Context: an optimization exercise on an open-source flow, tuned for small area, a short achievable clock period and few clock cycles per item. The choices shown serve that exercise and are no tape-out recipe.
Function was checked by simulation only, so behaviour that the tests miss may differ from the original.
Power figures rest on the tool's default switching activity, not on a simulated workload.

==> flow/design.v <==
`timescale 1ns / 1ps
`default_nettype none
package wrol_pkg;
   localparam int DEF_SLOTS       = 16;
   localparam int DEF_LENGTH_BITS = 20;
   localparam int IN_LEN_W   = 20;
   localparam int HANDLE_W   = 32;
   localparam int OFFSET_W   = 24;
   localparam int SLOT_IDX_W = 4;
   localparam int OUT_LEN_W  = 20;
   localparam int SUM_W      = 25;
   localparam int REQ_DATA_W = 80;
   localparam int RSP_DATA_W = 112;
endpackage
`default_nettype wire
`timescale 1ns / 1ps
`default_nettype none
module wrol_ram #(
   parameter int DEPTH = 16,
   parameter int HW    = 32,
   parameter int SW    = 25
) (
   input  wire logic                   clock,
   input  wire logic                   reset,
   input  wire logic                   shift,
   input  wire logic [HW-1:0]          in_handle,
   input  wire logic [SW-1:0]          in_sum,
   output      logic [DEPTH-1:0]       valid,
   output      logic [DEPTH*HW-1:0]    handles,
   output      logic [DEPTH*SW-1:0]    sums,
   output      logic [SW-1:0]          base
);
   logic [HW-1:0] hdl_ff [DEPTH];
   logic [SW-1:0] sum_ff [DEPTH];
   logic [DEPTH-1:0] valid_ff;
   logic [SW-1:0] base_ff;
   always_ff @(posedge clock) begin
      if (shift) begin
         hdl_ff[0] <= in_handle;
         sum_ff[0] <= in_sum;
         for (int p = 1; p < DEPTH; p++) begin
            hdl_ff[p] <= hdl_ff[p-1];
            sum_ff[p] <= sum_ff[p-1];
         end
      end
      if (reset) begin
         valid_ff <= '0;
         base_ff  <= '0;
      end else if (shift) begin
         valid_ff <= {valid_ff[DEPTH-2:0], 1'b1};
         if (valid_ff[DEPTH-1]) begin
            base_ff <= sum_ff[DEPTH-1];
         end
      end
   end
   always_comb begin
      for (int p = 0; p < DEPTH; p++) begin
         handles[p*HW +: HW] = hdl_ff[p];
         sums[p*SW +: SW]    = sum_ff[p];
      end
   end
   assign valid = valid_ff;
   assign base  = base_ff;
endmodule
`default_nettype wire
`timescale 1ns / 1ps
`default_nettype none
module wrol_ctrl #(
   parameter int DEPTH = 16,
   parameter int SW    = 25
) (
   input  wire logic [SW-1:0]       target,
   input  wire logic [DEPTH-1:0]    valid,
   input  wire logic [DEPTH*SW-1:0] sums,
   output      logic [DEPTH-1:0]    hv
);
   logic [SW-1:0] diff [DEPTH];
   always_comb begin
      for (int p = 0; p < DEPTH; p++) begin
         diff[p] = sums[p*SW +: SW] + ~target;
         hv[p]   = valid[p] & ~diff[p][SW-1];
      end
   end
endmodule
module wrol_select #(
   parameter int DEPTH = 16,
   parameter int HW    = 32,
   parameter int SW    = 25,
   parameter int LW    = 20
) (
   input  wire logic [DEPTH-1:0]    hv,
   input  wire logic [DEPTH-1:0]    valid,
   input  wire logic [DEPTH*HW-1:0] handles,
   input  wire logic [DEPTH*SW-1:0] sums,
   input  wire logic [SW-1:0]       base,
   output      logic [3:0]          pos,
   output      logic [HW-1:0]       handle,
   output      logic [LW-1:0]       prev_sum
);
   logic [DEPTH-1:0] onehot;
   logic [DEPTH-1:0] prev_sel;
   logic             base_sel;
   always_comb begin
      for (int p = 0; p < DEPTH - 1; p++) begin
         onehot[p] = hv[p] & ~hv[p+1];
      end
      onehot[DEPTH-1] = hv[DEPTH-1];
      prev_sel[0] = 1'b0;
      base_sel    = onehot[DEPTH-1];
      for (int p = 1; p < DEPTH; p++) begin
         prev_sel[p] = onehot[p-1] & valid[p];
         base_sel    = base_sel | (onehot[p-1] & ~valid[p]);
      end
      handle   = '0;
      prev_sum = base_sel ? base[LW-1:0] : '0;
      pos      = '0;
      for (int p = 0; p < DEPTH; p++) begin
         handle   = handle | ({HW{onehot[p]}} & handles[p*HW +: HW]);
         prev_sum = prev_sum | ({LW{prev_sel[p]}} & sums[p*SW +: LW]);
         pos      = pos | ({4{onehot[p]}} & 4'(p));
      end
   end
endmodule
`default_nettype wire
`timescale 1ns / 1ps
`default_nettype none
module write_ring_offset_lookup_core #(
   parameter int SLOTS       = wrol_pkg::DEF_SLOTS,
   parameter int LENGTH_BITS = wrol_pkg::DEF_LENGTH_BITS
) (
   input  wire logic                            clock,
   input  wire logic                            reset,
   input  wire logic                            req_tvalid,
   output      logic                            req_tready,
   input  wire logic                            req_tuser,
   input  wire logic [wrol_pkg::REQ_DATA_W-1:0] req_tdata,
   output      logic                            rsp_tvalid,
   input  wire logic                            rsp_tready,
   output      logic                            rsp_tuser,
   output      logic [wrol_pkg::RSP_DATA_W-1:0] rsp_tdata
);
   localparam int HW = wrol_pkg::HANDLE_W;
   localparam int SW = wrol_pkg::SUM_W;
   localparam int LW = wrol_pkg::OUT_LEN_W;
   logic                shift;
   logic [SLOTS-1:0]    valid;
   logic [SLOTS*HW-1:0] handles;
   logic [SLOTS*SW-1:0] sums;
   logic [SW-1:0]       base;
   logic [3:0]          wr_slot_ff;
   logic b_v_ff, c_v_ff, d_v_ff, o_v_ff;
   logic b_free, c_free, d_free, o_free;
   logic          s_v_ff;
   logic          s_lookup_ff;
   logic [LW-1:0] s_len_ff;
   logic [HW-1:0] s_handle_ff;
   logic          take;
   logic          in_v;
   logic          in_lookup;
   logic [LW-1:0] in_len;       
   logic [HW-1:0] in_handle;    
   logic          b_lookup_ff;
   logic [SW-1:0] b_sum_ff;
   logic [HW-1:0] b_handle_ff;
   logic             c_lookup_ff;
   logic [SLOTS-1:0] c_hv_ff;       
   logic [LW-1:0]    c_x_ff;        
   logic [HW-1:0]    c_evh_ff;      
   logic             c_ev_ff;       
   logic          d_lookup_ff;
   logic          d_found_ff;       
   logic [3:0]    d_slot_ff;
   logic [HW-1:0] d_handle_ff;
   logic [LW-1:0] d_x_ff;           
   logic [HW-1:0] d_y_ff;           
   logic          o_found_ff;
   logic [3:0]    o_slot_ff;
   logic [HW-1:0] o_handle_ff;
   logic [LW-1:0] o_byte_ff;
   logic          o_ev_ff;
   logic [LW-1:0] o_evl_ff;
   logic [HW-1:0] o_evh_ff;
   logic [SLOTS-1:0] lk_hv;
   logic [3:0]       lk_pos;
   logic [HW-1:0]    lk_handle;
   logic [LW-1:0]    lk_prev;
   logic [SW-1:0] tot_ff;
   logic [SW-1:0] bb_ff;
   logic [SW-1:0] new_tot;
   logic [SW-1:0] target;
   logic          b_enter;
   logic          full_b;      
   logic [SW-1:0] oldest_b;    
   wrol_ram #(
      .DEPTH (SLOTS),
      .HW    (HW),
      .SW    (SW)
   ) u_record_ram (
      .clock     (clock),
      .reset     (reset),
      .shift     (shift),
      .in_handle (b_handle_ff),
      .in_sum    (b_sum_ff),
      .valid     (valid),
      .handles   (handles),
      .sums      (sums),
      .base      (base)
   );
   wrol_ctrl #(
      .DEPTH (SLOTS),
      .SW    (SW)
   ) u_ctrl (
      .target (b_sum_ff),
      .valid  (valid),
      .sums   (sums),
      .hv     (lk_hv)
   );
   wrol_select #(
      .DEPTH (SLOTS),
      .HW    (HW),
      .SW    (SW),
      .LW    (LW)
   ) u_select (
      .hv       (c_hv_ff),
      .valid    (valid),
      .handles  (handles),
      .sums     (sums),
      .base     (base),
      .pos      (lk_pos),
      .handle   (lk_handle),
      .prev_sum (lk_prev)
   );
   assign o_free     = !o_v_ff || rsp_tready;
   assign d_free     = !d_v_ff || o_free;
   assign c_free     = !c_v_ff || d_free;
   assign b_free     = !b_v_ff || c_free;
   assign req_tready = !s_v_ff;
   assign take       = req_tvalid && !s_v_ff;
   assign in_v       = s_v_ff || take;
   assign b_enter    = in_v && b_free;
   assign shift      = b_v_ff && !b_lookup_ff && c_free;
   always_comb begin
      if (s_v_ff) begin
         in_lookup = s_lookup_ff;
         in_len    = s_len_ff;
         in_handle = s_handle_ff;
      end else begin
         in_lookup = req_tuser;
         if (req_tuser) begin
            in_len    = req_tdata[71:52];
            in_handle = HW'(req_tdata[75:72]);
         end else begin
            in_len    = req_tdata[19:0];
            in_handle = req_tdata[51:20];
         end
      end
   end
   always_comb begin
      if (b_v_ff && !b_lookup_ff) begin
         full_b   = valid[SLOTS-2];
         oldest_b = sums[(SLOTS-2)*SW +: SW];
      end else begin
         full_b   = valid[SLOTS-1];
         oldest_b = sums[(SLOTS-1)*SW +: SW];
      end
   end
   assign new_tot = tot_ff + SW'(in_len);
   assign target  = {1'b0, in_handle[3:0], in_len} + bb_ff;
   always_ff @(posedge clock) begin
      if (reset) begin
         s_v_ff     <= 1'b0;
         b_v_ff     <= 1'b0;
         c_v_ff     <= 1'b0;
         d_v_ff     <= 1'b0;
         o_v_ff     <= 1'b0;
         tot_ff     <= '0;
         bb_ff      <= '0;
         wr_slot_ff <= '0;
      end else begin
         if (b_free) begin
            b_v_ff <= in_v;
            s_v_ff <= 1'b0;
         end else if (take) begin
            s_v_ff <= 1'b1;
         end
         if (c_free) c_v_ff <= b_v_ff;
         if (d_free) d_v_ff <= c_v_ff;
         if (o_free) o_v_ff <= d_v_ff;
         if (shift) wr_slot_ff <= wr_slot_ff + 1'b1;
         if (b_enter && !in_lookup) begin
            tot_ff <= new_tot;
            if (full_b) begin
               bb_ff <= oldest_b;
            end
         end
      end
      if (!s_v_ff) begin
         s_lookup_ff <= req_tuser;
         s_len_ff    <= in_len;
         s_handle_ff <= in_handle;
      end
      if (b_free) begin
         b_lookup_ff <= in_lookup;
         b_sum_ff    <= in_lookup ? target : new_tot;
         b_handle_ff <= in_handle;
      end
      if (c_free) begin
         c_lookup_ff <= b_lookup_ff;
         c_hv_ff     <= lk_hv;
         c_ev_ff     <= valid[SLOTS-1];
         if (b_lookup_ff) begin
            c_x_ff <= b_sum_ff[LW-1:0];
         end else begin
            c_x_ff <= valid[SLOTS-1] ? LW'(sums[(SLOTS-1)*SW +: SW] - base) : '0;
         end
         c_evh_ff <= valid[SLOTS-1] ? handles[(SLOTS-1)*HW +: HW] : '0;
      end
      if (d_free) begin
         d_lookup_ff <= c_lookup_ff;
         d_x_ff      <= c_x_ff;
         if (c_lookup_ff) begin
            d_found_ff  <= c_hv_ff[0];
            d_slot_ff   <= wr_slot_ff + ~lk_pos;
            d_handle_ff <= lk_handle;
            d_y_ff      <= HW'(lk_prev);
         end else begin
            d_found_ff  <= c_ev_ff;
            d_slot_ff   <= wr_slot_ff - 1'b1;
            d_handle_ff <= handles[HW-1:0];
            d_y_ff      <= c_evh_ff;
         end
      end
      if (o_free) begin
         if (d_lookup_ff) begin
            o_found_ff  <= d_found_ff;
            o_slot_ff   <= d_found_ff ? d_slot_ff : '0;
            o_handle_ff <= d_handle_ff;
            o_byte_ff   <= d_found_ff ? (d_x_ff - d_y_ff[LW-1:0]) : '0;
            o_ev_ff     <= 1'b0;
            o_evl_ff    <= '0;
            o_evh_ff    <= '0;
         end else begin
            o_found_ff  <= 1'b1;
            o_slot_ff   <= d_slot_ff;
            o_handle_ff <= d_handle_ff;
            o_byte_ff   <= '0;
            o_ev_ff     <= d_found_ff;
            o_evl_ff    <= d_x_ff;
            o_evh_ff    <= d_y_ff;
         end
      end
   end
   assign rsp_tvalid = o_v_ff;
   assign rsp_tuser  = o_found_ff;
   assign rsp_tdata  = {3'b000, o_evh_ff, o_evl_ff, o_ev_ff, o_byte_ff, o_handle_ff, o_slot_ff};
endmodule
`default_nettype wire
==> flow/run.sh <==
#!/bin/bash
# synth_recipe.tcl (not shown) runs the flow's synth.tcl, then flattens the netlist and writes it again
# the make line also repeats each setting of config.mk as NAME=value (left out here)
make -C /OpenROAD-flow-scripts/flow DESIGN_CONFIG=/design/flow/config.mk WORK_HOME=/design/flow/orfs CLKGATE_MAP_FILE= SYNTH_SCRIPT=/design/flow/synth_recipe.tcl finish
==> flow/config.mk <==
export PLATFORM = sky130hd
export DESIGN_NAME = write_ring_offset_lookup_core
export DESIGN_NICKNAME = write_ring_offset_lookup_core
export VERILOG_FILES = /design/flow/design.v
export SDC_FILE = /design/flow/constraint.sdc
export NUM_CORES = 4
export LEC_CHECK = 0
export CAP_MARGIN = 10
export CORE_MARGIN = 2
export CORE_UTILIZATION = 40
export CTS_BUF_LIST = sky130_fd_sc_hd__clkbuf_4
export SETUP_SLACK_MARGIN = 2.9
export SLEW_MARGIN = 10
==> flow/constraint.sdc <==
create_clock -name core_clock -period 6.0 [get_ports {clock}]
set_input_delay 1.2000 -clock core_clock [delete_from_list [all_inputs] [get_ports {clock}]]
set_output_delay 1.2000 -clock core_clock [all_outputs]
set_load 0.01 [all_outputs]
==> results of run 1 <==
## layout make-up
type	count	area, um2	share of cell area, %
diodes	10	25.0	0.0339
clock buffers	546	4100	5.56
clock inverters	93	382	0.517
inverters	113	514	0.697
multi-input cells	2723	21800	29.6
flip-flops and latches	1388	40700	55.2
well taps	2044	2560	3.47
repair buffers	421	3620	4.91
repair inverters	1	8.76	0.0119
## cell families (layout without fill, tap and decap cells)
logic type      count (synthesis)  in the layout  synth area share [%]
compound gates               1123           1123                  12.9
xor+xnor                       98             98                  1.39
fa+ha+maj                     459            459                  9.34
buf+inv                       295           1174                  1.83
flops                        1388           1388                  65.8
mux                            66             66                  1.08
other cells                     1             13               0.00606
simple gates                  971            974                  7.64
## worst max-delay path by stage
stage                                                endpoint  slack, ns  cells past startpoint
after floorplan           u_record_ram.hdl_ff[0][0]$_DFFE_PP_       0.87                      6
after global placement                 b_sum_ff[22]$_DFFE_PP_       0.97                     13
after detailed placement               b_sum_ff[24]$_DFFE_PP_       0.95                     13
after CTS                                       rsp_tdata[91]       2.73                      1
after global routing                    c_hv_ff[14]$_DFFE_PP_       2.72                     13
final                                  b_sum_ff[22]$_DFFE_PP_       2.74                     14
## what timing repair did
action                     CTS  global route
buffers inserted           105            44
hold buffers                 0             0
gates cloned                 6             2
setup endpoints to repair  622           207
resized for setup          658           159
pin swaps                   50           121
## critical path, cell delays in order
cell             delay [ns]
clkdlybuf4s15_2        0.25
buf_12                 0.17
buf_4                  0.15
buf_4                  0.15
mux2i_1                0.13
o21ai_2                0.30
ha_2                   0.39
a21o_1                 0.20
a21o_1                 0.17
a21oi_1                0.31
o21a_1                 0.23
o31ai_4                0.11
a211o_1                0.30
and3_1                 0.17
## power groups by stage
stage	combinational [uW]	clock [uW]	sequential [uW]
after global placement	2040	0	11200
after floorplan	1300	0	11100
after CTS	2400	8350	11000
final	2600	8160	11000
after detailed placement	2080	0	11200
after global routing	2810	8860	11000
## layout by cell type, fill, tap and decap left out, types with 69 or more instances in the layout
master / n
a22o_1: 101
a22oi_1: 198
a221oi_1: 89
clkbuf_4: 546
nand4_1: 102
buf_4: 184
nor2b_1: 69
edfxtp_1: 1292
clkinv_1: 80
nor2_1: 205
a21oi_1: 176
nand2_1: 290
ha_1: 431
clkdlybuf4s50_1: 78
buf_2: 99
a21o_1: 89
dfxtp_1: 94
inv_1: 85
o21ai_0: 106
## routing by layer
metal | vias to the layer above | wire (um)
li1 | 18800 | -
met5 | - | 15
met4 | 2 | 7340
met1 | 21000 | 81800
met2 | 2344 | 86400
met3 | 402 | 19400
## stage by stage
step,total power (uW),hold WS [ns],util (%),cell area [um2],setup slack [ns]
4_1_cts,21700,0.221,47.1,72500,2.73
6_report,21700,0.372,47.9,73700,2.74
2_1_floorplan,12400,0.400,-,62100,0.872
3_5_place_dp,13300,0.405,43.3,66700,0.946
5_1_grt,22600,0.302,47.9,73700,2.72
3_3_place_gp,13300,0.402,43.3,66600,0.974
## flip-flops by register name (all words and copies together) (netlist names), 25 cells and up
signal / flops
b_handle_ff: 32
tot_ff: 25
s_handle_ff: 32
u_record_ram.hdl_ff: 512
d_handle_ff: 32
o_evh_ff: 32
c_evh_ff: 32
bb_ff: 25
o_handle_ff: 32
d_y_ff: 32
b_sum_ff: 25
u_record_ram.sum_ff: 400
==> flow_metrics.tcl, run 1 <==
set metrics [dict create \
    drt_wl_total_mm 195 \
    grt_max_degree 134 \
    wire_per_inst_um 26.6 \
    grt_pass1_vias 41500 \
    power_switching_uw 5700 \
    period_minus_slack_ns 3.26 \
    layoutNonFillerInstCount 7339 \
    clock-root-buffer "clkbuf_4" \
    critPathKind "in -> reg" \
    pwr-share-clk_pct 37.6 \
    final_hold_viol_count 0 \
    sw_frac_of_total_pct 26.2 \
    synth_top_area_share_pct 62.7 \
    grt_use_total_pct 24.0 \
    avgViaCountPerCell 5.81 \
    worst_hold_path_type "in -> reg" \
    holdPathStages 2 \
    grt_busiest_layer "met2" \
    core_um2 154000 \
    drcViolationCount 0 \
    cp-start-kind "input pin" \
    async_flop_share_pct 0 \
    hpwl_mm 124 \
    met2_usage_pct 35.7 \
    area_growth_pct 19.1 \
    yosysTopAreaCell "edfxtp_1" \
    synth.area.top_cells "edfxtp_1 63%, ha_1 9.2%, dfxtp_1 3.1%" \
    r2r-start "b_sum_ff[1]$_DFFE_PP_" \
    synth_cells 4401 \
    worst_setup_path_end_kind "register" \
    num_io_pins 200 \
    syn_area_per_cell_um2 14.1 \
    clock.fmax_mhz 307 \
    dieArea_um2 158000 \
    cts_buffers 377 \
    seq_power_share_pct 50.5 \
    ys.flop_type "edfxtp_1" \
    clkTransAtPathRegs_ns 0.07 \
    cts_tree "built" \
    cp.required_ns 6.98 \
    cp-startpoint "req_tuser" \
    via_count 42600 \
    htreeDepth 5 \
    setup_violations 0 \
    yosys_warnings 7 \
    r2r-end "c_hv_ff[4]$_DFFE_PP_" \
    antenna_found_initial 9 \
    synth_most_common_cell "edfxtp_1" \
    min_to "wr_slot_ff[2]$_SDFFE_PP0P_" \
    portBuffers 192 \
    max-slew-margin-rel_pct 19.0 \
    ys_ff_latch 1388 \
    max_cap_viol_count 0 \
    place_congestion 0.949 \
    dr.first_iter.drc_count 5243 \
    netlist_area_um2 61900 \
    start_util_pct 40.2 \
    die_width_um 397 \
    worst_pin_slew_ns 1.21 \
    post-route-period-util_pct 54.3 \
    synth.distinct_cells 84 \
    clock_path_buffers 4 \
    grt_first_pass_wirelength_mm 278 \
    tns_ns 0 \
    power.density_nw_per_um2 295 \
    core.rowCount 144 \
    internal_power_uw 16000 \
    dpl.cell_count 6533 \
    yosysSeqAreaShare_pct 65.8 \
    hp-start "reset" \
    n_fill_cell 13600 \
    worstPathArrival_ns 4.24 \
    grt_overflow 0 \
    comb_power_share_pct 12.0 \
    ir_drop_mv 0.166 \
    die_h_um 397 \
    reg2reg_depth 13 \
    synth-edff-count 1292 \
    drv_slew 0 \
    clkLatencyLatePin_ns 1.32 \
    rsz0062_at_grt "yes" \
    yosys-top-cells-count "1292 x edfxtp_1, 454 x ha_1, 298 x nand2_1, 212 x nor2_1, 207 x a21oi_1" \
    cts_sinks 1388 \
    use_met1_pct 33.5 \
    ant_nets 0 \
    drive_gt1_share_pct 22.3 \
    power_leakage_uw 0.0281 \
    fin_nets 5569 \
    skew_ns 0.154 \
    crit_path_max_fanout 7 \
    gr-usage-met3_pct 5.95 \
    r2r_setup_slack_ns 2.76 \
    dr.pass1.iters 6 \
    outcome "no timing/DRC/antenna violations" \
]
Testbench counts, summed over its fixed seeds: cycles 8,032, items 8,000.
==> run 2, diff against run 1 <==
--- a/flow/config.mk
+++ b/flow/config.mk
@@ -5,9 +5,9 @@
 export SDC_FILE = /design/flow/constraint.sdc
 export NUM_CORES = 4
 export LEC_CHECK = 0
-export CAP_MARGIN = 10
+export CAP_MARGIN = 20
 export CORE_MARGIN = 2
 export CORE_UTILIZATION = 40
 export CTS_BUF_LIST = sky130_fd_sc_hd__clkbuf_4
-export SETUP_SLACK_MARGIN = 2.9
-export SLEW_MARGIN = 10
+export SETUP_SLACK_MARGIN = 3.1
+export SLEW_MARGIN = 20
==> flow_metrics.tcl, run 2 <==
set metrics [dict create \
    final_common_cell "edfxtp_1" \
    synth_cells 4401 \
    ant_nets 0 \
    drive_gt1_share_pct 24.6 \
    worstPathArrival_ns 2.02 \
    setup_violations 0 \
    layout_common_cells "1292 x edfxtp_1, 557 x clkbuf_4, 408 x ha_1, 288 x nand2_1, 203 x nor2_1" \
    area_growth_pct 21.1 \
    critical_path.max_stage_delay_ns 0.49 \
    worst_setup_path_end_kind "output port" \
    die_h_um 397 \
    max-slew-margin-rel_pct 27.0 \
    core_um2 154000 \
    async_flop_share_pct 0 \
    layoutNonFillerInstCount 7371 \
    tns_ns 0 \
    drv_slew 0 \
    ff_latch_area_um2 40700 \
    drcViolationCount 0 \
    start_util_pct 40.2 \
    fin_nets 5607 \
    yosysSeqAreaShare_pct 65.8 \
    p_total_uw 22000 \
    period_minus_slack_ns 3.22 \
    clkTransAtPathRegs_ns 0.07 \
    cp_slowest_cell "edfxtp_1" \
    cts_buffers 380 \
    final_hold_viol_count 0 \
    n_fill_cell 13500 \
    grt_use_total_pct 24.3 \
    grt_pass1_vias 42000 \
    htreeDepth 5 \
    clkLatencyLatePin_ns 1.34 \
    portBuffers 192 \
    cp-start-kind "register" \
    ir_drop_mv 0.178 \
    dieArea_um2 158000 \
    power_leakage_uw 0.0285 \
    multi_input_area_um2 22500 \
    synth-edff-count 1292 \
    largest_reg_flops 512 \
    post-route-period-util_pct 53.7 \
    skew_ns 0.122 \
    yosys_warnings 7 \
    antenna_found_initial 13 \
    worst_hold_path_type "in -> reg" \
    synth.distinct_cells 84 \
    yosysTopAreaCell "edfxtp_1" \
    hpwl_mm 124 \
    place_congestion 0.949 \
    max_cap_viol_count 0 \
    path_delay_family "flip-flops" \
    synth_most_common_cell "edfxtp_1" \
    regMostFlops "u_record_ram.hdl_ff" \
    cts_sinks 1388 \
    via_count 43000 \
    ys_ff_latch 1388 \
    reg_top3 "u_record_ram.hdl_ff: 512 flops, u_record_ram.sum_ff: 400 flops" \
    dpl.cell_count 6533 \
    grt_max_degree 134 \
    clock_path_buffers 4 \
    yosys-top-cells-count "1292 x edfxtp_1, 454 x ha_1, 298 x nand2_1, 212 x nor2_1, 207 x a21oi_1" \
    path_cells "buf_2" \
    synth.area.top_cells "edfxtp_1 63%, ha_1 9.2%, dfxtp_1 3.1%" \
    clock-root-buffer "clkbuf_4" \
    netlist_area_um2 61900 \
    cts_tree "built" \
    die_width_um 397 \
    drt_wl_total_mm 198 \
    critPathKind "reg -> out" \
    cp.buffers_inverters 1 \
    avgViaCountPerCell 5.84 \
    rsz0062_at_grt "yes" \
    syn_area_per_cell_um2 14.1 \
    num_io_pins 200 \
    outcome "no timing/DRC/antenna violations" \
    synth_top_area_share_pct 62.7 \
    worst_pin_slew_ns 1.06 \
    clock.fmax_mhz 310 \
    cp.required_ns 4.80 \
    power.density_nw_per_um2 293 \
    fin_util_pct 48.7 \
    dr.first_iter.drc_count 5233 \
    ys.flop_type "edfxtp_1" \
    wire_per_inst_um 26.9 \
    dr.pass1.iters 6 \
    core.rowCount 144 \
    crit_path_max_fanout 1 \
    grt_overflow 0 \
    grt_first_pass_wirelength_mm 282 \
]
[run 2: cell counts after synthesis]
Identical to the previous run, type by type.
[run 2: through the flow]
step                      setup WS [ns]  cell area, um2  hold WS [ns]
final                              2.78           74900         0.349
after global routing               2.67           74900         0.259
after CTS                          2.60           73500         0.207
after detailed placement          0.932           66700         0.405
after global placement            0.974           66600         0.402
after floorplan                   0.872           62100         0.400
[run 2: path summary, 6_finish.rpt]
path,startpoint,end,slack (ns),cells past startpoint
worst max-delay path,o_evh_ff[10]$_SDFFCE_PP0P_,rsp_tdata[87],2.78,1
worst min-delay path,reset,d_v_ff$_SDFFE_PP0P_,0.35,2
worst max register to register,b_sum_ff[1]$_DFFE_PP_,c_hv_ff[14]$_DFFE_PP_,2.79,13
worst min register to register,c_x_ff[0]$_DFFE_PP_,d_x_ff[0]$_DFFE_PP_,0.35,0
[run 2: kinds of logic after synthesis]
family / synth area share (%)
AO/OA/AOI/OAI: 12.9
buffers and inverters: 1.83
XOR/XNOR: 1.39
other: 0.00606
AND/OR/NAND/NOR: 7.64
flip-flops: 65.8
adder cells (fa/ha/maj): 9.34
multiplexers: 1.08
[run 2: area by class of cell]
type / count / area share, %
sequential: 1388 / 54.3
inverter: 113 / 0.703
timing repair inverter: 1 / 0.0117
multi-input combinational: 2726 / 30.1
antenna: 8 / 0.0267
clock inverter: 81 / 0.452
clock buffer: 557 / 5.58
timing repair buffer: 453 / 5.40
tap: 2044 / 3.41
[run 2: routing by layer]
layer / vias to the layer above / wire length, um / global-route usage (%)
met1: 21100 / 82100 / 33.7
met3: 433 / 21100 / 6.42
met4: 12 / 7340 / 9.59
li1: 18900 / - / -
met2: 2502 / 87800 / 36.4
met5: - / 96 / 0.151
[run 2: what timing repair did]
| action | CTS | global route |
|---|---|---|
| buffers inserted | 135 | 43 |
| pin swaps | 124 | 130 |
| gates cloned | 8 | 6 |
| setup endpoints to repair | 971 | 456 |
| resized for setup | 773 | 198 |
| hold buffers | 0 | 0 |
[run 2: where the power goes]
part	total (uW)	switching, uW	internal (uW)
combinational	2770	1620	1150
sequential	11000	173	10800
clock	8240	3990	4250
==> run 3, diff against run 2 <==
--- a/flow/config.mk
+++ b/flow/config.mk
@@ -5,9 +5,10 @@
 export SDC_FILE = /design/flow/constraint.sdc
 export NUM_CORES = 4
 export LEC_CHECK = 0
+export ABC_CLOCK_PERIOD_IN_PS = 3200
 export CAP_MARGIN = 20
 export CORE_MARGIN = 2
 export CORE_UTILIZATION = 40
 export CTS_BUF_LIST = sky130_fd_sc_hd__clkbuf_4
-export SETUP_SLACK_MARGIN = 3.1
+export SETUP_SLACK_MARGIN = 2.9
 export SLEW_MARGIN = 20
==> flow_metrics.tcl, run 3 <==
set metrics [dict create \
    area_growth_pct 18.3 \
    htreeDepth 5 \
    cp-start-kind "register" \
    pwr-share-clk_pct 37.9 \
    r2r-start "b_sum_ff[21]$_DFFE_PP_" \
    dpl.cell_count 6533 \
    clkLatencyLatePin_ns 1.31 \
    synth.mux.area_fraction_pct 1.08 \
    ys_ff_latch 1388 \
    power_leakage_uw 0.0280 \
    drcViolationCount 0 \
    clock.fmax_mhz 314 \
    worst_setup_path_end_kind "output port" \
    dr.first_iter.drc_count 5094 \
    cts_buffers 380 \
    netlist_area_um2 61900 \
    fin_nets 5556 \
    final_common_cell "edfxtp_1" \
    r2r-end "c_hv_ff[6]$_DFFE_PP_" \
    ys.flop_type "edfxtp_1" \
    yosys_warnings 7 \
    seq_power_share_pct 50.4 \
    die_width_um 397 \
    dieArea_um2 158000 \
    max_cap_viol_count 0 \
    critical_path.max_stage_delay_ns 0.41 \
    dr.pass1.iters 6 \
    layout_common_cells "1292 x edfxtp_1, 557 x clkbuf_4, 441 x ha_1, 294 x nand2_1, 204 x nor2_1" \
    yosys-top-cells-count "1292 x edfxtp_1, 454 x ha_1, 298 x nand2_1, 212 x nor2_1, 207 x a21oi_1" \
    crit_path_max_fanout 4 \
    reg_top3 "u_record_ram.hdl_ff: 512 flops, u_record_ram.sum_ff: 400 flops" \
    cts_sinks 1388 \
    sw_frac_of_total_pct 26.1 \
    regMostFlops "u_record_ram.hdl_ff" \
    grt_use_total_pct 23.9 \
    clock-root-buffer "clkbuf_4" \
    path_cells "buf_12 -> inv_6 -> buf_6" \
    synth.area.top_cells "edfxtp_1 63%, ha_1 9.2%, dfxtp_1 3.1%" \
    num_io_pins 200 \
    synth_top_area_share_pct 62.7 \
    power_switching_uw 5660 \
    internal_power_uw 16100 \
    via_count 42500 \
    max-slew-margin-rel_pct 22.5 \
    grt_pass1_vias 41400 \
    power.density_nw_per_um2 297 \
    post-route-period-util_pct 53.0 \
    holdWs_ns 0.362 \
    synth-compound-area-share_pct 12.9 \
    stdcell_area_um2 73200 \
    drive_gt1_share_pct 21.5 \
    worst_pin_slew_ns 1.13 \
    synth.distinct_cells 84 \
    worst_hold_path_type "reg -> reg" \
    portBuffers 192 \
    cp.required_ns 4.80 \
    worstPathArrival_ns 1.98 \
    synth-edff-count 1292 \
    antenna_found_initial 10 \
    setup_violations 0 \
    grt_max_degree 134 \
    tns_ns 0 \
    start_util_pct 40.2 \
    layoutNonFillerInstCount 7319 \
    grt_overflow 0 \
    post_dp_cell_area_um2 66700 \
    reg2reg_depth 9 \
    core_um2 154000 \
    drt_wl_total_mm 194 \
    avgViaCountPerCell 5.81 \
    skew_ns 0.115 \
    yosysTopAreaCell "edfxtp_1" \
    critPathKind "reg -> out" \
    syn_area_per_cell_um2 14.1 \
    outcome "no timing/DRC/antenna violations" \
    place_congestion 0.949 \
    rsz0062_at_grt "yes" \
    core.rowCount 144 \
    crit_end "req_tready" \
    synth_fa_ha_area_share_pct 9.34 \
    comb_power_share_pct 11.7 \
    clkTransAtPathRegs_ns 0.07 \
    synth-xor-area-share_pct 1.39 \
    ctsHoldBuffers 0 \
    drv_slew 0 \
    cts_tree "built" \
    synth_top_family_by_area "compound AO/OA/AOI/OAI gates" \
    period_minus_slack_ns 3.18 \
    r2r_setup_slack_ns 2.83 \
    synth_cells 4401 \
    ant_nets 0 \
    clock_path_buffers 4 \
    synth_most_common_cell "edfxtp_1" \
    final_hold_viol_count 0 \
    die_h_um 397 \
    largest_reg_flops 512 \
    cp_slowest_cell "dfxtp_4" \
    fin_util_pct 47.6 \
    hpwl_mm 124 \
    cp-startpoint "s_v_ff$_SDFFE_PP0P_" \
    grt_first_pass_wirelength_mm 277 \
    yosysSeqAreaShare_pct 65.8 \
    yosys.area_share.simple_pct 7.64 \
    ir_drop_mv 0.178 \
    async_flop_share_pct 0 \
    wire_per_inst_um 26.5 \
]
[run 3: changes by cell type in the layout (fill, tap and decap cells not counted), moves of 11 or more]
| cell | change |
|---|---|
| ha_1 | +33 |
| ha_4 | -27 |
| a21oi_1 | +23 |
| buf_4 | -23 |
| a21oi_2 | -15 |
| o21ai_4 | -11 |
[run 3: area by class of cell]
cell class,instances,area [um2]
clock buffer,557,4180
multi-input combinational,2722,21300
timing repair buffer,406,3510
inverter,113,520
clock inverter,81,339
fill,13700,80700
tap,2044,2560
timing repair inverter,1,8.76
sequential,1388,40700
antenna,7,17.5
[run 3: per-layer routing]
metal	share of wire, %	global-route usage, %	up-vias	wire, um
met3	10	6.08	400	20000
met4	3.2	9.20	14	6250
met5	0.061	0.151	-	119
met2	44	35.6	2434	86300
met1	42	33.4	20900	81500
li1	-	-	18800	-
[run 3: per-stage QoR]
| stage | power, uW | worst slack, ns |
|---|---|---|
| finish | 21700 | 2.82 |
| floorplan | 12400 | 0.872 |
| global placement | 13300 | 0.974 |
| global route | 22600 | 2.66 |
| CTS | 21800 | 2.60 |
| detailed placement | 13300 | 0.932 |
[run 3: cell families after synthesis]
kind of cell               after synthesis
DFF                                   1388
AOI/OAI and AO/OA                     1123
and+or+nand+nor                        971
adders and majority gates              459
buffers and inverters                  295
xor gates and xnor gates                98
muxes                                   66
other                                    1
[run 3: power by group through the flow]
stage	clock network, uW	logic [uW]	registers, uW
after global placement	0	2040	11200
final	8230	2530	11000
after CTS	8420	2390	11000
after detailed placement	0	2080	11200
after global routing	8940	2740	11000
after floorplan	0	1300	11100
[run 3: how the worst min path moves through the flow]
stage	start	endpoint	slack, ns	depth (start not counted)
after global routing	reset	wr_slot_ff[0]$_SDFFE_PP0P_	0.25	2
after CTS	reset	wr_slot_ff[2]$_SDFFE_PP0P_	0.21	2
after floorplan	c_x_ff[0]$_DFFE_PP_	d_x_ff[0]$_DFFE_PP_	0.40	0
after detailed placement	c_x_ff[10]$_DFFE_PP_	d_x_ff[10]$_DFFE_PP_	0.40	0
final	c_x_ff[0]$_DFFE_PP_	d_x_ff[0]$_DFFE_PP_	0.36	0
after global placement	b_handle_ff[11]$_DFFE_PP_	u_record_ram.hdl_ff[0][11]$_DFFE_PP_	0.40	0
[run 3: repair_timing]
item / 4_1_cts / 5_1_grt
cloned: 4 / 3
setup buffers: 94 / 39
resized for setup: 623 / 115
endpoints found under the setup margin: 615 / 352
pin swaps: 33 / 61
[run 3: worst max-delay path: cells and delay by family (launching register included)]
family                 cells  cell delay [ns]
buffers and inverters      3             0.29
DFF                        1             0.41
==> run 4, diff against run 3 <==
--- a/flow/config.mk
+++ b/flow/config.mk
@@ -5,7 +5,7 @@
 export SDC_FILE = /design/flow/constraint.sdc
 export NUM_CORES = 4
 export LEC_CHECK = 0
-export ABC_CLOCK_PERIOD_IN_PS = 3200
+export ABC_CLOCK_PERIOD_IN_PS = 2000
 export CAP_MARGIN = 20
 export CORE_MARGIN = 2
 export CORE_UTILIZATION = 40
==> flow_metrics.tcl, run 4 <==
set metrics [dict create \
    outcome "no timing/DRC/antenna violations" \
    layout_common_cells "1292 x edfxtp_1, 557 x clkbuf_4, 441 x ha_1, 294 x nand2_1, 204 x nor2_1" \
    die_width_um 397 \
    async_flop_share_pct 0 \
    power_leakage_uw 0.0280 \
    fin_nets 5556 \
    max_cap_viol_count 0 \
    dr.pass1.iters 6 \
    worstPathArrival_ns 1.98 \
    power.density_nw_per_um2 297 \
    worst_hold_path_type "reg -> reg" \
    cts_sinks 1388 \
    antenna_found_initial 10 \
    grt_max_degree 134 \
    post-route-period-util_pct 53.0 \
    netlist_area_um2 61900 \
    n_fill_cell 13700 \
    ys.flop_type "edfxtp_1" \
    area_growth_pct 18.3 \
    hpwl_mm 124 \
    drcViolationCount 0 \
    cp.buffers_inverters 3 \
    path_cells "buf_12 -> inv_6 -> buf_6" \
    htreeDepth 5 \
    setup_violations 0 \
    synth.area.top_cells "edfxtp_1 63%, ha_1 9.2%, dfxtp_1 3.1%" \
    holdWs_ns 0.362 \
    synth_most_common_cell "edfxtp_1" \
    portBuffers 192 \
    dieArea_um2 158000 \
    wire_per_inst_um 26.5 \
    dr.first_iter.drc_count 5094 \
    synth.distinct_cells 84 \
    grt_pass1_vias 41400 \
    clkLatencyLatePin_ns 1.31 \
    ir_drop_mv 0.178 \
    place_congestion 0.949 \
    yosysTopAreaCell "edfxtp_1" \
    tns_ns 0 \
    yosys-top-cells-count "1292 x edfxtp_1, 454 x ha_1, 298 x nand2_1, 212 x nor2_1, 207 x a21oi_1" \
    cts_tree "built" \
    core.rowCount 144 \
    synth_cells 4401 \
    worst_pin_slew_ns 1.13 \
    clock-root-buffer "clkbuf_4" \
    grt_use_total_pct 23.9 \
    critPathKind "reg -> out" \
    core_um2 154000 \
    largest_reg_flops 512 \
    die_h_um 397 \
    syn_area_per_cell_um2 14.1 \
    rsz0062_at_grt "yes" \
    final_common_cell "edfxtp_1" \
    reg_top3 "u_record_ram.hdl_ff: 512 flops, u_record_ram.sum_ff: 400 flops" \
    regMostFlops "u_record_ram.hdl_ff" \
    ant_nets 0 \
    clkTransAtPathRegs_ns 0.07 \
    cp_slowest_cell "dfxtp_4" \
    clock_path_buffers 4 \
    drt_wl_total_mm 194 \
    max-slew-margin-rel_pct 22.5 \
    drive_gt1_share_pct 21.5 \
    crit_path_max_fanout 4 \
    synth_top_area_share_pct 62.7 \
    avgViaCountPerCell 5.81 \
    clock.fmax_mhz 314 \
    drv_slew 0 \
    start_util_pct 40.2 \
    grt_first_pass_wirelength_mm 277 \
    yosys_warnings 7 \
    ys_ff_latch 1388 \
    cp-start-kind "register" \
    final_hold_viol_count 0 \
    period_minus_slack_ns 3.18 \
    synth-edff-count 1292 \
    critical_path.max_stage_delay_ns 0.41 \
    worst_setup_path_end_kind "output port" \
    yosysSeqAreaShare_pct 65.8 \
    num_io_pins 200 \
    fin_util_pct 47.6 \
    cp.required_ns 4.80 \
    skew_ns 0.115 \
    path_delay_family "flip-flops" \
    cts_buffers 380 \
    via_count 42500 \
    grt_overflow 0 \
]
-- run 4: cell counts in the layout (fill, tap and decap cells not counted) --
No cell type changed its count.
-- run 4: cells by family (layout without fill, tap and decap cells) --
kind of cell    after synthesis  after routing  share of synthesized area (%)
flops                      1388           1388                           65.8
compound gates             1123           1123                           12.9
simple gates                971            973                           7.64
fa+ha+maj                   459            459                           9.34
buf+inv                     295           1158                           1.83
xor+xnor                     98             98                           1.39
mux                          66             66                           1.08
other cells                   1             10                        0.00606
-- run 4: metrics by stage --
step	cells	setup slack [ns]	power, uW	area (um2)
floorplan	4403	0.872	12400	62100
global placement	6532	0.974	13300	66600
detailed placement	6533	0.932	13300	66700
CTS	7269	2.60	21800	72300
global route	7317	2.66	22600	73200
finish	7319	2.82	21700	73200
-- run 4: cell type report --
| cell class | count | area, um2 | share of cell area [%] |
|---|---|---|---|
| Timing Repair Buffer | 406 | 3510 | 4.80 |
| Sequential cell | 1388 | 40700 | 55.6 |
| Clock buffer | 557 | 4180 | 5.71 |
| Inverter | 113 | 520 | 0.711 |
| Clock inverter | 81 | 339 | 0.463 |
| Antenna cell | 7 | 17.5 | 0.0239 |
| Multi-Input combinational cell | 2722 | 21300 | 29.2 |
| Tap cell | 2044 | 2560 | 3.49 |
| Timing Repair inverter | 1 | 8.76 | 0.0120 |
-- run 4: final timing paths --
path                                             start                    to  slack (ns)  cells past startpoint
worst max-delay path               s_v_ff$_SDFFE_PP0P_            req_tready        2.82                      3
worst min-delay path               c_x_ff[0]$_DFFE_PP_   d_x_ff[0]$_DFFE_PP_        0.36                      0
worst max register to register  b_sum_ff[21]$_DFFE_PP_  c_hv_ff[6]$_DFFE_PP_        2.83                      9
worst min register to register     c_x_ff[0]$_DFFE_PP_   d_x_ff[0]$_DFFE_PP_        0.36                      0
-- run 4: per-layer routing --
layer / vias up / GRT usage (%) / wire, um
met1: 20900 / 33.4 / 81500
met5: - / 0.151 / 119
met2: 2434 / 35.6 / 86300
li1: 18800 / - / -
met3: 400 / 6.08 / 20000
met4: 14 / 9.20 / 6250
-- run 4: what timing repair did --
action | in CTS | in global routing
resized for setup | 623 | 115
hold buffers | 0 | 0
setup endpoints to repair | 615 | 352
gates cloned | 4 | 3
pin swaps | 33 | 61
setup buffers | 94 | 39
-- run 4: report_power, final --
group	switching (uW)	leakage [uW]	internal, uW
sequential	170	0.0142	10800
combinational	1510	0.0111	1020
clock	3980	0.00272	4250
total	5660	0.0280	16100
==> run 5, diff against run 4 <==
--- a/flow/config.mk
+++ b/flow/config.mk
@@ -5,10 +5,9 @@
 export SDC_FILE = /design/flow/constraint.sdc
 export NUM_CORES = 4
 export LEC_CHECK = 0
-export ABC_CLOCK_PERIOD_IN_PS = 2000
 export CAP_MARGIN = 20
 export CORE_MARGIN = 2
 export CORE_UTILIZATION = 40
 export CTS_BUF_LIST = sky130_fd_sc_hd__clkbuf_4
-export SETUP_SLACK_MARGIN = 2.9
+export SETUP_SLACK_MARGIN = 3.0
 export SLEW_MARGIN = 20
==> flow_metrics.tcl, run 5 <==
set metrics [dict create \
    outcome "no timing/DRC/antenna violations" \
    core.rowCount 144 \
    critical_path.max_stage_delay_ns 0.76 \
    largest_reg_flops 512 \
    cts_tree "built" \
    power_leakage_uw 0.0283 \
    layoutNonFillerInstCount 7345 \
    synth-edff-count 1292 \
    final_hold_viol_count 0 \
    clock_path_buffers 4 \
    dr.first_iter.drc_count 5071 \
    ir_drop_mv 0.179 \
    final_common_cell "edfxtp_1" \
    layout_common_cells "1292 x edfxtp_1, 557 x clkbuf_4, 427 x ha_1, 292 x nand2_1, 204 x nor2_1" \
    worstPathArrival_ns 4.24 \
    p_total_uw 21900 \
    wire_per_inst_um 26.7 \
    yosysTopAreaCell "edfxtp_1" \
    netlist_area_um2 61900 \
    pwr-share-clk_pct 37.7 \
    place_congestion 0.949 \
    synth.area.top_cells "edfxtp_1 63%, ha_1 9.2%, dfxtp_1 3.1%" \
    stdcell_area_um2 74200 \
    worst_pin_slew_ns 1.12 \
    die_width_um 397 \
    setup_violations 0 \
    dr.pass1.iters 8 \
    cts_sinks 1388 \
    post-route-period-util_pct 53.2 \
    clkLatencyLatePin_ns 1.30 \
    drive_gt1_share_pct 23.1 \
    via_count 42800 \
    post_dp_cell_area_um2 66700 \
    yosys_warnings 7 \
    clock-root-buffer "clkbuf_4" \
    drcViolationCount 0 \
    cp-start-kind "register" \
    drv_slew 0 \
    seq_power_share_pct 50.1 \
    num_io_pins 200 \
    drt_wl_total_mm 196 \
    die_h_um 397 \
    reg_top3 "u_record_ram.hdl_ff: 512 flops, u_record_ram.sum_ff: 400 flops" \
    area_growth_pct 19.8 \
    synth_top_area_share_pct 62.7 \
    cts_buffers 380 \
    cp.required_ns 7.05 \
    grt_max_degree 134 \
    n_fill_cell 13600 \
    start_util_pct 40.2 \
    avgViaCountPerCell 5.83 \
    path_common_cell "buf_12" \
    core_um2 154000 \
    power.density_nw_per_um2 295 \
    portBuffers 192 \
    ant_nets 0 \
    clkTransAtPathRegs_ns 0.07 \
    cp_slowest_cell "o211ai_1" \
    async_flop_share_pct 0 \
    sw_frac_of_total_pct 26.2 \
    period_minus_slack_ns 3.19 \
    regMostFlops "u_record_ram.hdl_ff" \
    cp.buffers_inverters 5 \
    grt_pass1_vias 41600 \
    comb_power_share_pct 12.2 \
    max_cap_viol_count 0 \
    ys.flop_type "edfxtp_1" \
    yosysSeqAreaShare_pct 65.8 \
    yosys-top-cells-count "1292 x edfxtp_1, 454 x ha_1, 298 x nand2_1, 212 x nor2_1, 207 x a21oi_1" \
    crit_path_max_fanout 4 \
    critPathKind "reg -> reg" \
    worst_hold_path_type "reg -> reg" \
    clock.fmax_mhz 314 \
    max-slew-margin-rel_pct 23.0 \
    grt_use_total_pct 24.0 \
    ys_ff_latch 1388 \
    antenna_found_initial 10 \
    skew_ns 0.104 \
    worst_setup_path_end_kind "register" \
    synth.distinct_cells 84 \
    rsz0062_at_grt "yes" \
    path_delay_family "compound AO/OA/AOI/OAI gates" \
    tns_ns 0 \
    hpwl_mm 124 \
    dieArea_um2 158000 \
    grt_first_pass_wirelength_mm 279 \
    grt_overflow 0 \
    synth_cells 4401 \
    htreeDepth 5 \
    power_switching_uw 5730 \
    internal_power_uw 16100 \
    fin_nets 5583 \
    ctsHoldBuffers 0 \
    dpl.cell_count 6533 \
    syn_area_per_cell_um2 14.1 \
    synth_most_common_cell "edfxtp_1" \
    path_cells "buf_12 -> clkinvlp_4 -> buf_12 -> buf_16 -> buf_8 -> ha_4 -> a31o_4 -> a21oi_4 -> o21ai_4 -> a31oi_4 -> o211ai_1 -> xnor2_1 -> and2_1" \
]
[run 5: changes by cell type in the layout (fill, tap and decap cells not counted), moves of 5 or more]
cell     delta
a21oi_1    -14
a21oi_2     +9
a21oi_4     +5
a31oi_1     -5
buf_4      +13
buf_8       +6
ha_1       -14
ha_4       +11
o21ai_0     -8
o21ai_4     +7
[run 5: repair_timing]
item | CTS | global route
setup endpoints to repair | 858 | 456
cloned | 6 | 4
setup buffers | 112 | 46
resized for setup | 697 | 172
pin swaps | 94 | 106
[run 5: power by group through the flow]
stage	Combinational (uW)	Sequential (uW)	Clock, uW
detailed placement	2080	11200	0
finish	2680	11000	8230
global route	2890	11000	8930
CTS	2470	11000	8420
floorplan	1300	11100	0
global placement	2040	11200	0
[run 5: metal layers]
layer / GRT usage (%) / share of wire (%)
met1: 33.5 / 42
met2: 36.0 / 44
met3: 6.27 / 10
met4: 9.07 / 3.3
met5: 0.151 / 0.052
[run 5: cells by family (layout without fill, tap and decap cells)]
family | count (synthesis) | count (layout) | synth area share [%]
flip-flops | 1388 | 1388 | 65.8
AO/OA/AOI/OAI | 1123 | 1123 | 12.9
AND/OR/NAND/NOR | 971 | 975 | 7.64
adder cells (fa/ha/maj) | 459 | 459 | 9.34
buffers and inverters | 295 | 1183 | 1.83
XOR/XNOR | 98 | 98 | 1.39
multiplexers | 66 | 66 | 1.08
other | 1 | 9 | 0.00606
[run 5: final cells by class]
type / instances / area, um2 / area share (%)
repair buffers: 431 / 3800 / 5.12
flip-flops and latches: 1388 / 40700 / 54.9
clock buffers: 557 / 4180 / 5.64
clock inverters: 81 / 339 / 0.457
inverters: 113 / 517 / 0.697
well taps: 2044 / 2560 / 3.45
repair inverters: 1 / 8.76 / 0.0118
multi-input cells: 2724 / 22000 / 29.7
diodes: 6 / 15.0 / 0.0202
[run 5: worst reg2reg max path, stage by stage (launching register included)]
cell	delay (ns)
edfxtp_1	0.37
buf_12	0.15
clkinvlp_4	0.14
buf_12	0.15
buf_16	0.13
buf_8	0.12
ha_4	0.25
a31o_4	0.17
a21oi_4	0.07
o21ai_4	0.20
a31oi_4	0.13
o211ai_1	0.76
xnor2_1	0.16
and2_1	0.19
[run 5: through the flow]
step	setup WS, ns	util (%)	hold WS, ns
after floorplan	0.872	-	0.400
after global placement	0.974	43.3	0.402
after detailed placement	0.932	43.3	0.405
after CTS	2.60	47.3	0.207
after global routing	2.67	48.2	0.256
final	2.81	48.2	0.364
[run 5: path summary, 6_finish.rpt]
path	slack [ns]	start	to	depth (start not counted)
max	2.81	b_sum_ff[1]$_DFFE_PP_	c_hv_ff[4]$_DFFE_PP_	13
min	0.36	c_x_ff[0]$_DFFE_PP_	d_x_ff[0]$_DFFE_PP_	0
max reg2reg	2.81	b_sum_ff[1]$_DFFE_PP_	c_hv_ff[4]$_DFFE_PP_	13
min reg2reg	0.36	c_x_ff[0]$_DFFE_PP_	d_x_ff[0]$_DFFE_PP_	0
==> run 6, diff against run 5 <==
--- a/flow/config.mk
+++ b/flow/config.mk
@@ -9,5 +9,7 @@
 export CORE_MARGIN = 2
 export CORE_UTILIZATION = 40
 export CTS_BUF_LIST = sky130_fd_sc_hd__clkbuf_4
-export SETUP_SLACK_MARGIN = 3.0
+export GPL_ROUTABILITY_DRIVEN = 0
+export GPL_TIMING_DRIVEN = 0
+export SETUP_SLACK_MARGIN = 2.9
 export SLEW_MARGIN = 20
==> flow_metrics.tcl, run 6 <==
set metrics [dict create \
    synth.distinct_cells 84 \
    grt_first_pass_wirelength_mm 289 \
    holdWs_ns 0.325 \
    stdcell_area_um2 74600 \
    path_delay_family "buffers and inverters" \
    setup_violations 0 \
    grt_pass1_vias 42100 \
    ys_ff_latch 1388 \
    clock.fmax_mhz 292 \
    reg_top3 "u_record_ram.hdl_ff: 512 flops, u_record_ram.sum_ff: 400 flops" \
    async_flop_share_pct 0 \
    syn_area_per_cell_um2 14.1 \
    path_cells "buf_8 -> clkbuf_16 -> clkbuf_16 -> inv_16 -> buf_6" \
    clock-root-buffer "clkbuf_4" \
    power.density_nw_per_um2 296 \
    path_common_cell "clkbuf_16" \
    grt_overflow 0 \
    cts_tree "built" \
    synth_most_common_cell "edfxtp_1" \
    core.rowCount 144 \
    cp_slowest_cell "dfxtp_2" \
    synth_top_area_share_pct 62.7 \
    worst_pin_slew_ns 1.24 \
    yosys-top-cells-count "1292 x edfxtp_1, 454 x ha_1, 298 x nand2_1, 212 x nor2_1, 207 x a21oi_1" \
    start_util_pct 40.2 \
    cts_sinks 1388 \
    largest_reg_flops 512 \
    die_h_um 397 \
    drt_wl_total_mm 205 \
    cp.buffers_inverters 5 \
    tns_ns 0 \
    critical_path.max_stage_delay_ns 0.32 \
    num_io_pins 200 \
    dpl.cell_count 6650 \
    use_met1_pct 35.7 \
    ir_drop_mv 0.190 \
    final_hold_viol_count 0 \
    htreeDepth 5 \
    crit_path_max_fanout 4 \
    cp-start-kind "register" \
    cp.required_ns 4.80 \
    max-slew-margin-rel_pct 17.2 \
    avgViaCountPerCell 5.90 \
    clkTransAtPathRegs_ns 0.07 \
    ys.flop_type "edfxtp_1" \
    outcome "no timing/DRC/antenna violations" \
    max_cap_viol_count 0 \
    critPathKind "reg -> out" \
    yosys_warnings 7 \
    worst_hold_path_type "reg -> reg" \
    skew_ns 0.168 \
    worst_setup_path_end_kind "output port" \
    synth.area.top_cells "edfxtp_1 63%, ha_1 9.2%, dfxtp_1 3.1%" \
    core_um2 154000 \
    period_minus_slack_ns 3.42 \
    drv_slew 0 \
    post_dp_cell_area_um2 67000 \
    portBuffers 190 \
    ctsHoldBuffers 0 \
    wire_per_inst_um 27.2 \
    grt_use_total_pct 25.1 \
    worstPathArrival_ns 2.22 \
    layout_common_cells "1292 x edfxtp_1, 550 x clkbuf_4, 428 x ha_1, 289 x nand2_1, 210 x nor2_1" \
    layoutNonFillerInstCount 7508 \
    final_common_cell "edfxtp_1" \
    yosysSeqAreaShare_pct 65.8 \
    clock_path_buffers 4 \
    hpwl_mm 138 \
    post-route-period-util_pct 57.0 \
    synth_cells 4401 \
    area_growth_pct 20.5 \
    drive_gt1_share_pct 22.5 \
    dr.first_iter.drc_count 5917 \
    netlist_area_um2 61900 \
    grt_busiest_layer "met2" \
    yosysTopAreaCell "edfxtp_1" \
    rsz0062_at_grt "yes" \
    grt_max_degree 113 \
    power_leakage_uw 0.0287 \
    dr.pass1.iters 6 \
    ant_nets 0 \
    cts_buffers 379 \
    die_width_um 397 \
    via_count 44300 \
    met2_usage_pct 36.6 \
    dieArea_um2 158000 \
    gr-usage-met3_pct 6.11 \
    antenna_found_initial 8 \
    regMostFlops "u_record_ram.hdl_ff" \
    drcViolationCount 0 \
    clkLatencyLatePin_ns 1.39 \
    synth-edff-count 1292 \
    fin_nets 5729 \
]
==> run 6: per-layer routing <==
layer	part of all wire [%]	vias up
li1	-	19200
met1	42	21900
met2	43	2734
met3	11	489
met4	4.1	2
met5	0.0064	-
==> run 6: cell type report <==
| cell class | instances | area, um2 |
|---|---|---|
| sequential | 1388 | 40700 |
| fill | 13600 | 79200 |
| timing repair buffer | 398 | 3550 |
| buffer | 182 | 980 |
| timing repair inverter | 3 | 22.5 |
| antenna | 10 | 25.0 |
| inverter | 113 | 543 |
| tap | 2044 | 2560 |
| clock inverter | 109 | 588 |
| multi-input combinational | 2720 | 21600 |
| clock buffer | 541 | 4060 |
==> run 6: kinds of logic (layout without fill, tap and decap cells) <==
| group | Yosys count | after routing | synth area share [%] |
|---|---|---|---|
| simple gates | 971 | 971 | 7.64 |
| fa+ha+maj | 459 | 459 | 9.34 |
| flops | 1388 | 1388 | 65.8 |
| buf+inv | 295 | 1346 | 1.83 |
| other cells | 1 | 13 | 0.00606 |
| mux | 66 | 66 | 1.08 |
| compound gates | 1123 | 1123 | 12.9 |
| xor+xnor | 98 | 98 | 1.39 |
==> run 6: timing repair <==
action                                  4_1_cts  5_1_grt
pin swaps                                    55       96
endpoints found under the setup margin      812      387
buffers inserted                            150       37
gates resized for setup                     713      189
gates cloned                                 11        0
==> run 6: worst paths after layout <==
check	start	end	slack [ns]	cells past startpoint
worst min-delay path	b_handle_ff[21]$_DFFE_PP_	u_record_ram.hdl_ff[0][21]$_DFFE_PP_	0.32	0
worst max-delay path	s_v_ff$_SDFFE_PP0P_	req_tready	2.58	5
worst min register to register	b_handle_ff[21]$_DFFE_PP_	u_record_ram.hdl_ff[0][21]$_DFFE_PP_	0.32	0
worst max register to register	s_v_ff$_SDFFE_PP0P_	b_sum_ff[22]$_DFFE_PP_	2.59	16
==> run 6: worst register-to-register path: cells and delay by family, from the launching register on <==
family / cells / cell delay (ns)
multiplexers: 1 / 0.14
adder cells (fa/ha/maj): 2 / 0.46
flip-flops: 1 / 0.32
buffers and inverters: 5 / 0.59
AND/OR/NAND/NOR: 2 / 0.34
AO/OA/AOI/OAI: 6 / 1.22
==> run 6: through the flow <==
step                setup slack [ns]  total power [uW]  utilization (%)
global route                    2.48             22900             48.5
detailed placement             0.834             13300             43.5
CTS                             2.43             22000             47.8
floorplan                      0.872             12400                -
finish                          2.58             22100             48.5
global placement               -1.21             13200             43.3
==> run 6: report_power, final <==
group,total [uW],switching [uW],internal (uW),leakage (uW)
Sequential,11000,186,10800,0.0142
Combinational,2660,1560,1100,0.0117
Clock,8450,4070,4380,0.00277
==> run 7, diff against run 6 <==
--- a/flow/design.v
+++ b/flow/design.v
@@ -74,11 +74,24 @@
    input  wire logic [DEPTH*SW-1:0] sums,
    output      logic [DEPTH-1:0]    hv
 );
-   logic [SW-1:0] diff [DEPTH];
+   function automatic logic greater(input logic [SW-2:0] s, input logic [SW-2:0] t);
+      logic [SW-2:0] g, p;
+      g = s & ~t;
+      p = s | ~t;
+      for (int w = 1; w < SW - 1; w = w * 2) begin
+         for (int i = SW - 2; i >= 0; i--) begin
+            if ((i % (2 * w)) >= w) begin
+               g[i] = g[i] | (p[i] & g[i - (i % (2 * w)) + w - 1]);
+               p[i] = p[i] & p[i - (i % (2 * w)) + w - 1];
+            end
+         end
+      end
+      greater = g[SW-2];
+   endfunction
    always_comb begin
       for (int p = 0; p < DEPTH; p++) begin
-         diff[p] = sums[p*SW +: SW] + ~target;
-         hv[p]   = valid[p] & ~diff[p][SW-1];
+         hv[p] = valid[p] & (sums[p*SW + SW-1] ^ target[SW-1] ^
+                             greater(sums[p*SW +: SW-1], target[SW-2:0]));
       end
    end
 endmodule
--- a/flow/config.mk
+++ b/flow/config.mk
@@ -9,7 +9,5 @@
 export CORE_MARGIN = 2
 export CORE_UTILIZATION = 40
 export CTS_BUF_LIST = sky130_fd_sc_hd__clkbuf_4
-export GPL_ROUTABILITY_DRIVEN = 0
-export GPL_TIMING_DRIVEN = 0
 export SETUP_SLACK_MARGIN = 2.9
 export SLEW_MARGIN = 20
==> flow_metrics.tcl, run 7 <==
set metrics [dict create \
    outcome "no timing/DRC/antenna violations" \
    synth_most_common_cell "edfxtp_1" \
    reg_top3 "u_record_ram.hdl_ff: 512 flops, u_record_ram.sum_ff: 400 flops" \
    clkTransAtPathRegs_ns 0.06 \
    async_flop_share_pct 0 \
    synth.area.top_cells "edfxtp_1 65%, dfxtp_1 3.2%, a22oi_1 2.6%" \
    drv_slew 0 \
    power_leakage_uw 0.0262 \
    htreeDepth 5 \
    core_um2 147000 \
    die_width_um 389 \
    worst_pin_slew_ns 1.08 \
    dr.pass1.iters 9 \
    max_cap_viol_count 0 \
    layout_common_cells "1292 x edfxtp_1, 545 x clkbuf_4, 316 x nand2_1, 246 x nor2_1, 207 x buf_4" \
    fin_nets 5155 \
    grt_pass1_vias 40300 \
    wire_per_inst_um 24.7 \
    clock_path_buffers 4 \
    clock-root-buffer "clkbuf_4" \
    cp_slowest_cell "maj3_2" \
    path_cells "buf_6 -> buf_6 -> nor2b_1 -> maj3_2 -> maj3_2 -> maj3_2 -> maj3_2 -> maj3_2 -> maj3_2 -> maj3_2 -> a31oi_4 -> o31ai_4 -> a41oi_2 -> mux2i_1" \
    area_growth_pct 19.4 \
    grt_first_pass_wirelength_mm 258 \
    cp.required_ns 7.03 \
    hp-start "reset" \
    synth_top_area_share_pct 65.4 \
    critical_path.max_stage_delay_ns 0.35 \
    cts_buffers 379 \
    post-route-period-util_pct 62.6 \
    r2r-start "b_sum_ff[0]$_DFFE_PP_" \
    grt_overflow 0 \
    path_delay_family "adder cells" \
    avgViaCountPerCell 5.79 \
    place_congestion 0.906 \
    ir_drop_mv 0.124 \
    dr.first_iter.drc_count 5315 \
    die_h_um 389 \
    largest_reg_flops 512 \
    critPathKind "reg -> reg" \
    regMostFlops "u_record_ram.hdl_ff" \
    holdPathStages 2 \
    holdWs_ns 0.337 \
    layoutNonFillerInstCount 7150 \
    drcViolationCount 0 \
    netlist_area_um2 59300 \
    min_to "tot_ff[14]$_SDFFE_PP0P_" \
    portBuffers 192 \
    via_count 41400 \
    final_hold_viol_count 0 \
    r2r-end "c_hv_ff[3]$_DFFE_PP_" \
    cts_tree "built" \
    final_common_cell "edfxtp_1" \
    cts_sinks 1388 \
    synth.distinct_cells 74 \
    dieArea_um2 151000 \
    max-slew-margin-rel_pct 28.3 \
    yosysSeqAreaShare_pct 68.6 \
    grt_use_total_pct 22.7 \
    skew_ns 0.131 \
    rsz0062_at_grt "yes" \
    yosys_warnings 6 \
    synth_cells 4380 \
    r2r_setup_slack_ns 2.24 \
    ys.flop_type "edfxtp_1" \
    n_fill_cell 13000 \
    fin_util_pct 48.1 \
    post_dp_cell_area_um2 63900 \
    crit_path_max_fanout 3 \
    cp-start-kind "register" \
    worst_hold_path_type "in -> reg" \
    worstPathArrival_ns 4.78 \
    yosys-top-cells-count "1292 x edfxtp_1, 321 x nand2_1, 254 x nor2_1, 210 x clkbuf_1, 204 x a21oi_1" \
    period_minus_slack_ns 3.76 \
    ant_nets 0 \
    synth-edff-count 1292 \
    hpwl_mm 109 \
    antenna_found_initial 5 \
    setup_violations 0 \
    ys_ff_latch 1388 \
    yosysTopAreaCell "edfxtp_1" \
    syn_area_per_cell_um2 13.5 \
    stdcell_area_um2 70900 \
    ctsHoldBuffers 0 \
    worst_setup_path_end_kind "register" \
    grt_max_degree 147 \
    start_util_pct 40.2 \
    cp.buffers_inverters 2 \
    tns_ns 0 \
    num_io_pins 200 \
    clock.fmax_mhz 266 \
    clkLatencyLatePin_ns 1.30 \
    drt_wl_total_mm 177 \
    path_common_cell "maj3_2" \
    power.density_nw_per_um2 301 \
    drive_gt1_share_pct 24.4 \
    reg2reg_depth 14 \
    core.rowCount 141 \
    dpl.cell_count 6368 \
]
## run 7: power breakdown
group | internal, uW | total (uW) | switching [uW] | leakage [uW]
Combinational | 930 | 2280 | 1350 | 0.00935
Clock | 4240 | 8110 | 3870 | 0.00268
Sequential | 10800 | 11000 | 175 | 0.0142
## run 7: worst max path at each step
stage / slack (ns) / cells past startpoint / startpoint / end
after floorplan: 0.87 / 6 / rsp_tready / u_record_ram.hdl_ff[0][0]$_DFFE_PP_
after global placement: 0.75 / 18 / req_tuser / b_sum_ff[24]$_DFFE_PP_
after detailed placement: 0.78 / 18 / req_tuser / b_sum_ff[24]$_DFFE_PP_
after CTS: 2.27 / 14 / b_sum_ff[0]$_DFFE_PP_ / c_hv_ff[3]$_DFFE_PP_
after global routing: 2.17 / 14 / b_sum_ff[0]$_DFFE_PP_ / c_hv_ff[3]$_DFFE_PP_
final: 2.24 / 14 / b_sum_ff[0]$_DFFE_PP_ / c_hv_ff[3]$_DFFE_PP_
## run 7: metal layers
metal	wire (um)	GRT usage (%)	part of all wire, %	vias to the layer above
met4	3760	7.29	2.1	0
met3	20900	6.57	12	287
met5	0	0	0	-
met1	76500	33.5	43	20400
met2	75400	32.0	43	2379
li1	-	-	-	18400
## run 7: final cells by class
class	instances	area, um2	area share [%]
clock inverters	71	355	0.501
diodes	6	15.0	0.0212
flip-flops and latches	1388	40700	57.5
repair buffers	449	3670	5.18
repair inverters	2	13.8	0.0194
inverters	201	795	1.12
multi-input cells	2558	18800	26.5
clock buffers	545	4090	5.77
well taps	1930	2410	3.41
## run 7: logic make-up after synthesis
group	after synthesis	share of synthesized area [%]
simple gates	1026	8.32
xor+xnor	97	1.43
buf+inv	439	2.83
mux	47	0.795
flops	1388	68.6
compound gates	1163	13.9
other cells	1	0.00632
fa+ha+maj	219	4.16
## run 7: through the flow
stage / worst slack, ns / total power [uW]
2_1_floorplan: 0.872 / 12300
3_3_place_gp: 0.752 / 12900
3_5_place_dp: 0.777 / 12900
4_1_cts: 2.27 / 21400
5_1_grt: 2.17 / 22300
6_report: 2.24 / 21300
## run 7: what timing repair did
action,4_1_cts,5_1_grt
pin swaps,223,121
gates resized for setup,743,126
gates cloned,7,2
endpoints found under the setup margin,305,169
setup buffers,103,48
Testbench counts of run 7, summed over its fixed seeds: cycles 8,032, items 8,000.

==> port drivers added, routing unchanged <==
In the flow no input, the clock included, has a driving cell. The finished layouts below were timed again as built, in two steps.
Step 1, drivers: a clkbuf_16 drives clock and a buf_2 each remaining input, both assumed.
Step 2 moves the port delays by t, midway between the first and last clock arrival at a register: inputs arrive t later, outputs are due t later. That takes back most of the time a late clock gives input paths.
a / b / c = ideal ports / drivers / drivers and shift; a / b = the first two.
| run | t (ns) | slack for setup (ns) | hold slack, ns |
|---|---|---|---|
| run 1 | 1.323 | 2.743 / 2.756 / 1.470 | 0.372 / 0.321 / 0.377 |
| run 2 | 1.362 | 2.776 / 2.700 / 1.616 | 0.349 / 0.304 / 0.352 |
| run 3 | 1.332 | 2.820 / 2.743 / 1.621 | 0.362 / 0.329 / 0.362 |
| run 4 | 1.332 | 2.820 / 2.743 / 1.621 | 0.362 / 0.329 / 0.362 |
| run 5 | 1.333 | 2.810 / 2.744 / 1.605 | 0.364 / 0.339 / 0.364 |
| run 6 | 1.380 | 2.578 / 2.501 / 1.393 | 0.325 / 0.325 / 0.325 |
| run 7 | 1.308 | 2.242 / 2.242 / 1.106 | 0.337 / 0.292 / 0.367 |
After both steps setup and hold are still met in every run listed. For run 1, which loses most, drivers alone change the setup slack by +0.013 ns; drivers and shift together by -1.273 ns.
